From an optimization exercise on the open Yosys and OpenROAD flow, aimed at small area; shortcuts taken in it are not production practice.
In this exercise RTL edits were held to simulation tests only and were not proved equivalent to the original.
Power figures rest on the tool's default switching activity, not on a simulated workload.

== the reference run ==
// pcs
module pcs (
    input  wire         gty_tx_usr_clk,
    input  wire         i_arst_n,
    input  pcs_pkg::xgmii_data_t i_xgmii_txd,
    input  pcs_pkg::xgmii_ctrl_t i_xgmii_txc,
    input  wire         i_xgmii_valid,
    output logic        o_xgmii_pause,
    output pcs_pkg::xgmii_data_t o_tx_gearbox_data,
    output logic        o_tx_gearbox_valid,
    output logic        o_tx_encoding_err
);
==> flow/config.mk <==
export PLATFORM = sky130hd
export DESIGN_NAME = pcs
export DESIGN_NICKNAME = pcs
export VERILOG_FILES = /design/flow/design.v
export SDC_FILE = /design/flow/constraint.sdc
export NUM_CORES = 4
export LEC_CHECK = 0
export CAP_MARGIN = 0
export CORE_MARGIN = 2
export CORE_UTILIZATION = 75
export GPL_TIMING_DRIVEN = 0
export SETUP_SLACK_MARGIN = 0.2
export SLEW_MARGIN = 0
export SYNTH_HIERARCHICAL = 1
==> flow/constraint.sdc <==
create_clock -name core_clock -period 4.5 [get_ports {gty_tx_usr_clk}]
set_input_delay 0.9000 -clock core_clock [delete_from_list [all_inputs] [get_ports {gty_tx_usr_clk}]]
set_output_delay 0.9000 -clock core_clock [all_outputs]
set_load 0.01 [all_outputs]
standard.sh (not shown) runs the stock make flow with config.mk's settings and CLKGATE_MAP_FILE= SYNTH_SCRIPT=/design/flow/synth_recipe.tcl, a recipe that flattens the netlist after the stock synthesis.
==> flow/flow/run.sh <==
#!/bin/bash
# Standard layout (standard.sh) with three changes:
#  - post_fp.tcl, run at the end of floorplan, removes the synthesis buffers
#    and maps combinational cells to their smallest drive strength; placement
#    and timing repair upsize where needed
#  - the port buffers use buf_1
#  - the clock tree uses sink clusters of up to 25 on clkbuf_16, no dummy loads
set -o pipefail
export POST_FLOORPLAN_TCL="$PWD/flow/post_fp.tcl"
export BUFFER_PORTS_ARGS="-buffer_cell sky130_fd_sc_hd__buf_1"
export CTS_ARGS="-sink_clustering_enable -repair_clock_nets -sink_clustering_size 25 -sink_clustering_max_diameter 80 -buf_list sky130_fd_sc_hd__clkbuf_16 -dont_use_dummy_load"
bash standard.sh > standard.log 2>&1
==> flow/flow/post_fp.tcl <==
# Area recovery before placement: drop the buffers synthesis added and map
# each combinational cell to the smallest cell of the same function family
# (same base name, other drive strength); placement repair upsizes again
# where slew, capacitance or timing need it.
remove_buffers
set db [ord::get_db]
set block [ord::get_db_block]
set nswap 0
foreach inst [$block getInsts] {
  set m [$inst getMaster]
  set name [$m getName]
  if {![regexp {^(sky130_fd_sc_hd__[a-z0-9]+)_([0-9]+)$} $name -> base drive]} { continue }
  if {[regexp {df|dl|sdf|edf|conb|tap|fill|decap|clkbuf|clkinv|clkdly|dlygate} $base]} { continue }
  set best $name
  set barea [expr {[$m getWidth] * [$m getHeight]}]
  foreach d {0 1 2 4} {
    set cand ${base}_$d
    if {$cand eq $name} { continue }
    set cm [$db findMaster $cand]
    if {$cm eq "NULL" || $cm eq ""} { continue }
    if {[lsearch $::env(DONT_USE_CELLS) $cand] >= 0} { continue }
    set ca [expr {[$cm getWidth] * [$cm getHeight]}]
    if {$ca < $barea} { set best $cand; set barea $ca }
  }
  if {$best ne $name} {
    replace_cell [$inst getName] $best
    incr nswap
  }
}
puts "post_fp: downsized $nswap cells"
For the trial run, these inputs were changed with respect to the reference run:
diff --git a/flow/design.v b/flow/design.v
--- a/flow/design.v
+++ b/flow/design.v
@@ -109,17 +109,16 @@
     logic        f0_q;           
     logic        f1_q;           
     logic        f2_q;           
     logic        fresh_q;        
     logic [5:0]  stall_q;        
     logic        run_q;
     logic [5:0]  fill_q;         
     logic        trdy, accept, form, gacc, emit, jhi;
-    logic        blk_err;        
     logic [3:0]  o;              
     assign trdy   = (stall_q != 6'd32);
     assign accept = i_xgmii_valid & trdy;
     assign form   = accept & hi_q;
     assign gacc   = (f1_q | f2_q) & trdy;
     assign emit   = fill_q[5] | fill_q[4];           
     assign jhi    = fill_q[5];                       
     assign o      = fill_q[3:0];
@@ -152,29 +151,28 @@
             o_tx_encoding_err  <= form & blk_err;
         end
     end
     logic [31:0] lo_d_q;
     logic [3:0]  lo_c_q;
     logic [63:0] txd;
     logic [7:0]  txc;
     logic [7:0]  l_idle, l_err, l_term;
-    logic        all_data, start, code_ok, term_any, blk_code, blk_data;
+    logic        all_data, start, code_ok, term_any, blk_err, blk_code, blk_data;
     logic [7:0]  term;           
     logic [7:0]  below;          
     logic [7:0]  ttype;
     logic [7:0]  pay_lo;         
     logic [7:0]  code_e;         
-    logic [63:32] pay_hi;        
     always_ff @(posedge gty_tx_usr_clk) begin
-        if (accept) begin
-            lo_d_q <= pay_hi;
-        end
         if (accept & ~hi_q) begin
+            lo_d_q <= i_xgmii_txd;
             lo_c_q <= i_xgmii_txc;
+        end else if (form) begin
+            lo_d_q <= pay_hi;
         end
     end
     assign txd = {i_xgmii_txd, lo_d_q};
     assign txc = {i_xgmii_txc, lo_c_q};
     always_comb begin
         for (int j = 0; j < 8; j++) begin
             l_idle[j] = (txd[8*j +: 8] == XGMII_IDLE);
             l_err[j]  = (txd[8*j +: 8] == XGMII_ERROR);
@@ -210,16 +208,17 @@
                  (blk_code ? 8'h1E : 8'h00) | ttype;
         for (int j = 0; j < 8; j++)
             code_e[j] = blk_code & (blk_err | l_err[j]);
     end
     logic [63:0] blk_q;          
     logic        hdr_q;          
     logic [63:6] prev_n;         
     logic [31:0] scr_lo;
+    logic [63:32] pay_hi;
     logic [63:32] scr_hi;
     logic        mv;
     assign prev_n = ~(blk_q[63:6] | {58{fresh_q}});
     assign mv     = f0_q & trdy;
     for (genvar i = 0; i < 32; i++) begin : g_lo
         if (i < 8) begin : g_type
             pcs_scr_xor3 u_bit (.p(pay_lo[i]), .x1(prev_n[i + 25]), .x2(prev_n[i + 6]), .y(scr_lo[i]));
         end else begin : g_data
@@ -231,29 +230,24 @@
                 .bl (below[(i - 8) / 8]),
                 .ce (code_e[(i - 8) / 7]),
                 .x1 (prev_n[i + 25]),
                 .x2 (prev_n[i + 6]),
                 .y  (scr_lo[i])
             );
         end
     end
-    logic       hp_bd;
-    logic [7:0] hp_bl, hp_ce;
-    assign hp_bd = blk_data | ~hi_q;
-    assign hp_bl = below & {8{hi_q}};
-    assign hp_ce = code_e & {8{hi_q}};
     for (genvar i = 32; i < 64; i++) begin : g_pay
         localparam bit CODE = ((i - 8) % 7 >= 1) && ((i - 8) % 7 <= 4);
         pcs_pay_bit #(.CODE(CODE)) u_bit (
             .d0 (txd[i]),
             .d1 (txd[i - 8]),
-            .bd (hp_bd),
-            .bl (hp_bl[(i - 8) / 8]),
-            .ce (hp_ce[((i - 8) / 7) % 8]),
+            .bd (blk_data),
+            .bl (below[(i - 8) / 8]),
+            .ce (code_e[((i - 8) / 7) % 8]),
             .y  (pay_hi[i])
         );
     end
     for (genvar i = 32; i < 64; i++) begin : g_hi
         localparam bit T1N = (i < 39);
         localparam bit T2N = (i < 58);
         wire x1 = T1N ? prev_n[(i + 25) % 64] : blk_q[(i - 39) % 64];
         wire x2 = T2N ? prev_n[(i + 6) % 64]  : blk_q[(i - 58) % 64];
### Flow results
Going from the reference run to the trial run, multiplexer fraction of the synthesized cell area higher, worst setup slack picked up an extra 120 ps, routed wire length down about 0.6%, total power down 2.7 mW, fraction of power consumed by combinational cells decreased by 7.7 points relative to the old numbers. The trial run vs the reference run — global routing met1 resource utilization dropped 1.8 points. Delta (the trial run minus the reference run): worst hold slack across all endpoints shows an increase of 6.5 ps; peak supply drop lower. For the reference run, the critical path class was flop to flop, unlike the trial run, where it was input port to flop. Re total placed instance area: the trial run is 1.9% up on the reference run. Going from the reference run to the trial run, parity-gate share of the synthesized area counting xor and xnor cells shrinks by 0.22 points.

re-timing with driven ports:
In the flow no input, the clock included, has a driving cell. The finished layouts below were timed again as built, in two steps.
Step 1 sets driving cells, clkbuf_16 on the clock port and buf_2 on the other inputs (assumed; they add their load-dependent delay and slew).
Step 2 adds t to the input delays and takes it off the output delays; t is the mean of the earliest and latest rising clock arrival at the registers after step 1. Input paths then give back, and output paths get back, about the clock's delay inside the block.
Slacks: ideal / step 1 / step 2; pairs: ideal / step 1.
run | t, ns | setup WS [ns] | worst setup path at the end | latest minus earliest clock arrival (ns) | worst data-port slew with drivers (ns)
the reference run | 0.524 | 0.397 / 0.397 / 0.022 | input to register | 0.047 / 0.047 | 0.03
the trial run | 0.530 | 0.515 / 0.544 / 0.013 | input to register | 0.054 / 0.053 | 0.04
After both steps every run listed still meets setup and hold. For the trial run, which loses most, drivers alone change the setup slack by +0.029 ns; drivers and shift together by -0.502 ns.
